What follows belongs to an exercise in optimizing a design on an open flow for small area; a production flow would make more cautious choices.
Only simulation tests tie the RTL to the original design; equivalence was not proved.
Power figures rest on the tool's default switching activity, not on a simulated workload.

==> config.mk <==
export PLATFORM = sky130hd
export DESIGN_NAME = pio_machine
export DESIGN_NICKNAME = pio_machine
export VERILOG_FILES = /design/flow/design.v
export SDC_FILE = /design/flow/constraint.sdc
export NUM_CORES = 4
export LEC_CHECK = 0
export CAP_MARGIN = 20
export CORE_MARGIN = 2
export CORE_UTILIZATION = 40
export PLACE_DENSITY = 0.7
export SLEW_MARGIN = 20
==> constraint.sdc <==
create_clock -name core_clock -period 9.0 [get_ports {clk}]
set_input_delay 1.8000 -clock core_clock [delete_from_list [all_inputs] [get_ports {clk}]]
set_output_delay 1.8000 -clock core_clock [all_outputs]
set_load 0.01 [all_outputs]
==> design.v <==
module pio_machine (
  input  logic        clk,
  input  logic        reset,
  input  logic        en,
  input  logic [15:0] instr,
  input  logic [31:0] input_pins,
  input  logic [4:0]  wrap_target,
  input  logic [4:0]  wrap_top,
  input  logic [4:0]  jmp_pin,
  input  logic [4:0]  pins_in_base,
  input  logic [4:0]  pins_out_base,
  input  logic [4:0]  pins_set_base,
  input  logic [5:0]  pins_out_count,
  input  logic [2:0]  pins_set_count,
  input  logic        auto_push,
  input  logic        auto_pull,
  input  logic [4:0]  isr_threshold,
  input  logic [4:0]  osr_threshold,
  input  logic        in_shift_dir,
  input  logic        out_shift_dir,
  input  logic [31:0] tx_data,
  input  logic        tx_empty,
  input  logic        rx_full,
  output logic [4:0]  pc,
  output logic [31:0] output_pins,
  output logic [31:0] pin_directions,
  output logic        push,
  output logic        pull,
  output logic        stalled,
  output logic [31:0] rx_data
);
  function automatic [31:0] rotl(input [31:0] w, input [4:0] n);
    reg [31:0] r;
    integer k;
    begin
      r = w;
      for (k = 0; k < 5; k = k + 1)
        if (n[k]) r = (r << (1 << k)) | (r >> (32 - (1 << k)));
      rotl = r;
    end
  endfunction
  logic [31:0] x, y, isr, osr;
  logic [5:0]  isr_cnt, osr_cnt;
  logic [2:0]  op, a;
  logic [4:0]  b;
  logic        is_jmp, is_wait, is_in, is_out, is_pp, is_set;
  assign op = instr[15:13];
  assign a  = instr[7:5];
  assign b  = instr[4:0];
  assign is_jmp  = (op == 3'd0);
  assign is_wait = (op == 3'd1);
  assign is_in   = (op == 3'd2);
  assign is_out  = (op == 3'd3);
  assign is_pp   = (op == 3'd4);
  assign is_set  = (op == 3'd7);
  logic isr_ge, osr_ge;
  assign isr_ge = isr_cnt[5] | ((isr_threshold != 5'd0) && (isr_cnt[4:0] >= isr_threshold));
  assign osr_ge = osr_cnt[5] | ((osr_threshold != 5'd0) && (osr_cnt[4:0] >= osr_threshold));
  logic        ysel;
  logic [31:0] xy, dec;
  logic        xy_zero;
  assign ysel    = is_jmp ? (a == 3'd3 || a == 3'd4) : a[1];
  assign xy      = ysel ? y : x;
  logic [32:0] below_zero;
  always_comb begin
    below_zero[0] = 1'b1;
    for (int i = 0; i < 32; i++) below_zero[i + 1] = below_zero[i] & ~xy[i];
  end
  assign xy_zero = below_zero[32];
  assign dec     = xy ^ below_zero[31:0];
  logic in_valid, in_full, in_stall, in_push, in_shift;
  assign in_valid = is_in & ~a[2];
  assign in_full  = in_valid & auto_push & isr_ge;
  assign in_stall = in_full & rx_full;
  assign in_push  = in_full & ~rx_full;
  assign in_shift = in_valid & ~in_stall;
  logic out_empty, out_stall, out_shift, out_dst_ok;
  assign out_empty  = auto_pull & osr_ge;
  assign out_dst_ok = (a <= 3'd4);
  assign out_stall  = is_out & out_empty;
  assign out_shift  = is_out & ~out_empty & out_dst_ok;
  logic pp_push, pp_stall, pp_pull, pp_load;
  assign pp_push  = is_pp & ~a[2] & ~(a[0] & rx_full);
  assign pp_pull  = is_pp & a[2] & ~tx_empty;
  assign pp_load  = is_pp & a[2] & (~tx_empty | ~a[0]);
  assign pp_stall = is_pp & (a[2] ? (tx_empty & a[0]) : (a[0] & rx_full));
  logic [4:0] pin_idx;
  logic       pin_bit;
  assign pin_idx = is_jmp ? jmp_pin : ((a[0] ? pins_in_base : 5'd0) + b);
  assign pin_bit = input_pins[pin_idx];
  logic [31:0] lm, hm;
  always_comb begin
    for (int i = 0; i < 32; i++) begin
      lm[i]      = (b == 5'd0) || (i < b);
      hm[31 - i] = lm[i];
    end
  end
  logic in_right, out_left, pin_dst;
  assign in_right = in_shift_dir;
  assign out_left = ~out_shift_dir;
  assign pin_dst  = (a == 3'd0) || (a == 3'd4);
  logic [31:0] msk;
  assign msk = (is_in ? in_right : ~out_left) ? hm : lm;
  logic [31:0] rb_in, rb;
  logic [4:0]  amt_b;
  assign rb_in = (is_in | is_pp | reset) ? ((reset | in_push | is_pp) ? 32'd0 : isr) : osr;
  assign amt_b = (is_in ? in_right : ~out_left) ? 5'd0 - b : b;
  assign rb    = rotl(rb_in, amt_b);
  logic        ra_pins, ra_xy, ra_out, ra_set;
  logic [31:0] out_bits, ra_in, ra;
  logic [4:0]  amt_a;
  assign out_bits = rb & msk;
  assign ra_pins = ~reset & is_in & (a[1:0] == 2'd0);
  assign ra_xy   = ~reset & is_in & (a[1] ^ a[0]);
  assign ra_out  = ~reset & is_out;
  assign ra_set  = ~reset & is_set;
  assign ra_in = ({32{ra_pins}} & input_pins) | ({32{ra_xy}} & xy) |
                 ({32{ra_out}} & out_bits) | {27'd0, {5{ra_set}} & b};
  always_comb begin
    case (op)
      3'd2:    amt_a = 5'd0 - ((a[1:0] == 2'd0 ? pins_in_base : 5'd0) + (in_right ? b : 5'd0));
      3'd3:    amt_a = (pin_dst ? pins_out_base : 5'd0) + (out_left ? 5'd0 : b);
      default: amt_a = pin_dst ? pins_set_base : 5'd0;
    endcase
  end
  assign ra = rotl(ra_in, amt_a);
  logic [31:0] isr_d;
  assign isr_d = (rb & ~msk) | (ra & msk);
  logic [4:0]  wb;
  logic [5:0]  wc, we_end;
  logic [31:0] win;
  assign wb     = is_out ? pins_out_base : pins_set_base;
  assign wc     = is_out ? pins_out_count : {3'd0, pins_set_count};
  assign we_end = {1'b0, wb} + {1'b0, wc[4:0]};
  always_comb begin
    for (int j = 0; j < 32; j++) begin
      if (wc[5])
        win[j] = 1'b1;
      else if (we_end[5])
        win[j] = (j >= wb) || (j < we_end[4:0]);
      else
        win[j] = (j >= wb) && (j < we_end[4:0]);
    end
  end
  logic jump;
  always_comb begin
    case (a)
      3'd0: jump = 1'b1;
      3'd1: jump = xy_zero;
      3'd2: jump = ~xy_zero;
      3'd3: jump = xy_zero;
      3'd4: jump = ~xy_zero;
      3'd5: jump = (x != y);
      3'd6: jump = pin_bit;
      default: jump = ~osr_ge;
    endcase
  end
  logic wait_stall;
  assign wait_stall = is_wait & ~a[1] & (pin_bit != a[2]);
  assign stalled = en & (wait_stall | in_stall | out_stall | pp_stall);
  assign push    = en & (in_push | pp_push);
  assign pull    = en & (pp_pull | (out_stall & ~tx_empty));
  assign rx_data = isr;
  logic act;
  assign act = en & ~reset;
  logic pins_we, dirs_we, x_we, y_we, isr_we, osr_we, osr_ld;
  logic out_wr, set_wr;
  assign out_wr  = act & out_shift;
  assign set_wr  = act & is_set;
  assign pins_we = reset | ((out_wr | set_wr) & (a == 3'd0));
  assign dirs_we = reset | ((out_wr | set_wr) & (a == 3'd4));
  assign x_we    = reset | ((out_wr | set_wr) & (a == 3'd1)) |
                   (act & is_jmp & (a == 3'd2) & ~xy_zero);
  assign y_we    = reset | ((out_wr | set_wr) & (a == 3'd2)) |
                   (act & is_jmp & (a == 3'd4) & ~xy_zero);
  assign isr_we  = reset | (act & (in_shift | pp_push));
  assign osr_ld  = act & (pp_load | (out_stall & ~tx_empty));
  assign osr_we  = reset | osr_ld | out_wr;
  logic [31:0] xy_d, osr_d;
  assign xy_d  = (is_jmp & ~reset) ? dec : ra;
  assign osr_d = osr_ld ? (tx_empty ? x : tx_data) : (rb & ~msk);
  logic [5:0] cnt_base, cnt_sat;
  logic [6:0] cnt_sum;
  assign cnt_base = is_in ? (in_push ? 6'd0 : isr_cnt) : osr_cnt;
  assign cnt_sum  = {1'b0, cnt_base} + ((b == 5'd0) ? 7'd32 : {2'd0, b});
  assign cnt_sat  = (cnt_sum >= 7'd32) ? 6'd32 : cnt_sum[5:0];
  logic [4:0] seq_pc;
  assign seq_pc = (pc == wrap_top) ? wrap_target : pc + 5'd1;
  always_ff @(posedge clk) begin
    if (reset)
      pc <= 5'd0;
    else if (en & ~stalled)
      pc <= (is_jmp & jump) ? b : seq_pc;
    for (int j = 0; j < 32; j++) begin
      if (pins_we & (reset | win[j])) output_pins[j] <= ra[j];
      if (dirs_we & (reset | win[j])) pin_directions[j] <= ra[j];
    end
    if (x_we) x <= xy_d;
    if (y_we) y <= xy_d;
    if (isr_we) isr <= isr_d;
    if (osr_we) osr <= osr_d;
    if (reset)
      isr_cnt <= 6'd0;
    else if (act & in_shift)
      isr_cnt <= cnt_sat;
    else if (act & pp_push)
      isr_cnt <= 6'd0;
    if (reset)
      osr_cnt <= 6'd32;
    else if (osr_ld)
      osr_cnt <= 6'd0;
    else if (out_wr)
      osr_cnt <= cnt_sat;
  end
endmodule
==> flow/run.sh <==
#!/bin/bash
# Layout flow: the standard flow (standard.sh) with these changes:
#  - synthesis maps the logic with an area-oriented ABC script (flow/area.abc);
#    everything else in synthesis, including register mapping, is the standard flow's own
#    script (synth_recipe.tcl), so the registers are the standard synthesis's;
#  - port buffers are the smallest buffer cell;
#  - the clock tree uses small clock buffers and no dummy loads.
set -euo pipefail
HERE=$PWD
{
  head -n 1 synth_recipe.tcl
  cat <<EOF
proc abc {args} {
  set i [lsearch -exact \$args -script]
  if {\$i >= 0} { lset args [expr {\$i + 1}] $HERE/flow/area.abc }
  yosys abc {*}\$args
}
EOF
  tail -n +2 synth_recipe.tcl
} > area_synth.tcl
bash standard.sh SYNTH_SCRIPT=$HERE/area_synth.tcl \
  "BUFFER_PORTS_ARGS=-buffer_cell sky130_fd_sc_hd__buf_1" \
  "CTS_ARGS=-sink_clustering_enable -repair_clock_nets -sink_clustering_size 12 -sink_clustering_max_diameter 60 -buf_list {sky130_fd_sc_hd__clkbuf_8} -dont_use_dummy_load" \
  finish > standard_flow.log 2>&1
==> flow/area.abc <==
strash
dc2
dch -f
amap -m
topo
stime -c
==> standard.sh <==
#!/bin/bash
# synth_recipe.tcl (not shown) runs the flow's synth.tcl, then flattens the netlist and writes it again
# the make line also repeats each setting of config.mk as NAME=value (left out here)
make -C /OpenROAD-flow-scripts/flow DESIGN_CONFIG=/design/flow/config.mk WORK_HOME=/design/flow/orfs CLKGATE_MAP_FILE= SYNTH_SCRIPT=/design/flow/synth_recipe.tcl "${@:-finish}"
==> run notes <==
-- where the power goes --
| group | leakage [nW] | internal [mW] | switching (mW) |
|---|---|---|---|
| clock | 0.194 | 0.263 | 0.335 |
| combinational | 3.59 | 0.297 | 0.633 |
| sequential | 2.08 | 1.16 | 0.0508 |
-- cells by family after synthesis --
| group | count (synthesis) | share of synthesized area, % |
|---|---|---|
| DFF | 209 | 38.8 |
| xor gates and xnor gates | 6 | 0.334 |
| adders and majority gates | 80 | 6.60 |
| and+or+nand+nor | 447 | 11.5 |
| AOI/OAI and AO/OA | 861 | 38.7 |
| buffers and inverters | 170 | 4.05 |
-- tightest hold or removal path: stages, from the launching register on --
cell and delay [ps]:
dfxtp_1 340, clkinv_1 50, o22ai_1 70
-- sequential cells by signal, indices dropped and copies added (netlist names) --
register	flops
isr	32
osr	32
output_pins	32
pin_directions	32
x	32
y	32
isr_cnt	6
osr_cnt	6
pc	5
-- per-stage QoR --
stage                     instances  cell area [sq um]  hold slack [ps]  utilization, %  total power [mW]
after floorplan                1773              16200              458               -              1.77
after global placement         2599              18400              478            47.5              2.12
after detailed placement       2599              18400              484            47.5              2.14
after CTS                      2626              18800              495            48.4              2.73
after global routing           2626              18800              527            48.5              2.85
final                          2628              18800              498            48.5              2.74
-- routing by layer --
metal / track usage [%] / up-vias / share of wire, %
met3: 4.82 / 153 / 8.7
li1: - / 7786 / -
met1: 44.1 / 8200 / 41
met4: 14.7 / 2 / 5.2
met5: 0 / - / 0.016
met2: 52.1 / 916 / 45
-- worst max path at each step --
stage	from	to	slack [ps]	depth (start not counted)
3_5_place_dp	instr[5]	pc[2]	-300	48
2_1_floorplan	instr[15]	x[0]	-1940	39
6_report	instr[15]	x[28]	310	39
3_3_place_gp	instr[5]	x[13]	-190	42
5_1_grt	instr[5]	pc[0]	40	48
4_1_cts	instr[5]	x[28]	300	42
-- what timing repair did --
item	4_1_cts	5_1_grt
hold endpoints to repair	0	0
setup buffers	0	0
endpoints found under the setup margin	0	5
gates resized for setup	0	2
-- placed cells by master, fill, tap and decap left out, types with 3 or more instances in the layout --
cell,count
ha_1,44
buf_4,70
o211a_1,4
a32o_1,6
o2111ai_1,3
o21a_1,13
or2_0,6
nand3_1,13
nor2b_1,11
or4_1,5
a21oi_2,5
ha_4,30
a22oi_1,46
a221oi_1,30
nor3_1,23
o22a_1,263
o32ai_1,4
a211oi_1,10
o22ai_2,4
nor2_1,274
nor4_1,3
clkbuf_8,27
o21ai_0,129
o211ai_1,5
dfxtp_1,17
buf_1,234
clkinv_1,167
a21oi_1,68
edfxtp_1,192
fa_1,5
xor2_1,6
o21ai_2,3
nor3_2,3
nand2_1,100
o31ai_1,3
o221ai_1,3
a2111oi_0,5
o22ai_1,217
a31oi_1,17
-- cell type report --
type                    instances  area, sq um  area share [%]
diodes                          2         5.00          0.0266
clock buffers                  27          372            1.98
inverters                     170          646            3.44
multi-input cells            1394         9550            50.9
flip-flops and latches        209         6110            32.5
well taps                     518          648            3.45
repair buffers                308         1450            7.74
==> impl_metrics.ini <==
[outcome]
status = finished clean

[sta]
setup_violations = 0
slew_viol_final = 0
fmax_mhz = 115
finClkSkew_ps = 85.5
finalCriticalPeriod_ps = 8690
worst_slack_ps = 306
finalHoldViolCount = 0
timing.slew.headroom_pct = 33.9
fin_crit_sh_pct = 96.6
rsz0062_at_grt = false
tns_ps = 0
worst_pin_slew_ps = 991

[final_layout]
n_fill_cell = 3797
area_growth_syn_to_layout_pct = 19.3
layout.nets = 2328
drive_gt1_share_pct = 7.59

[logic_synthesis]
avgSynthCellArea_sq_um = 8.88
ys_async_sr_fraction_pct = 0
syn-num-nets = 1991
synth_area_leader_cell = edfxtp_1
synth_top_area_share_pct = 36.6
syn_area_sq_um = 15700
ys_seq_area_share_pct = 38.8
yosysMostFrequentCell = nor2_1
synth-seq-cells = 209
synth-edff-count = 192
yosys-top-cells-count = nor2_1 (275), o22a_1 (263), o22ai_1 (221)
synth_cell_types = 47
synth_cells = 1773
yosys_warnings = 1
yosys-top-cells-area = edfxtp_1 (37%), o22a_1 (15%), o22ai_1 (8.8%)
synthFlopType = edfxtp_1

[place]
portBuffers = 236
pre_cts_ws_ps = -300
place_hpwl_microns = 55300
gp_congestion = 1.01

[clocking]
cts-root-buf = clkbuf_8
clock-sinks = 209
ctsHoldBuffers = 0
path_clk_slew_ps = 80
clk_path_buf_depth = 3
htreeDepth = 1
cts_tree = yes
insertion_delay_ps = 630
cts_made_buffers = 27

[routing]
drtIter0Drc = 1948
drc = 0
via_count = 17100
dr.pass1.iters = 6
wl_per_cell_microns = 26.2
final_antenna_net_count = 0
wirelength_microns = 68800
via_per_inst = 6.49

[worst_setup_path]
crit_arrival_ps = 8950
critPathKind = in2reg
r2r_cells = 37
critPathCaptureType = flop
cp_num_buf_inv = 5
critical_path.max_fanout = 32
critical_path.top_delay_family = adder cells
regToRegStartpoint = x[0]
critPathMaxStageDelay_ps = 390
cp_slowest_cell = or3_4
cp_common_cell = ha_4
regToRegSetupSlack_ps = 1780
setup.worst_path.start_class = input port
required_ps = 9250
rr_endpoint = x[28]

[floorplanning]
start_util_pct = 40.6
die_y_microns = 202
pin_count = 242
core.rowCount = 72
dieWidth_microns = 202
dieArea_sq_um = 40900
coreArea_sq_um = 38700

[global_routing]
antenna_found_initial = 1
track_usage_pct = 32.7
grt_pass1_wl_microns = 101000
grt_max_degree = 43
grt-ovfl-total = 0
grt_pass1_vias = 16000

[hold_path]
hold_end = isr_cnt[2]
whs_path_depth = 2
hold_class = reg2reg
min_from = isr_cnt[2]

[power]
p_leak_nw = 5.86
vdd_ir_drop_max_uv = 118
p_per_area_nw_per_um2 = 146

[run]
maxCapViolations = 0

port drivers added, routing unchanged:
No port has a modelled driver above. Below, the same layout with a new extraction and two added sets of constraints. Step 1 (the two cells are an assumption about what drives the block):
set clk [get_ports {clk}]
set_driving_cell -lib_cell sky130_fd_sc_hd__clkbuf_16 $clk
set_driving_cell -lib_cell sky130_fd_sc_hd__buf_2 [delete_from_list [all_inputs] $clk]
Step 2 times the ports against the registers' clock, not the clock port: input delays grow and output delays shrink by t, the midpoint of the rising clock arrivals with the driver on. Slacks: ideal ports / drivers / drivers and shift; pairs: ideal ports / drivers.
shift t [ns]: 0.639
setup slack, ns: 0.306 / 0.339 / -0.301
worst register clock-pin slew, ns: 0.08 / 0.08
cell pins on the clock port's net: 1
With both steps, setup timing fails in this run, where it was met with ideal ports. For this run, drivers alone change the setup slack by +0.033 ns; drivers and shift together by -0.607 ns.
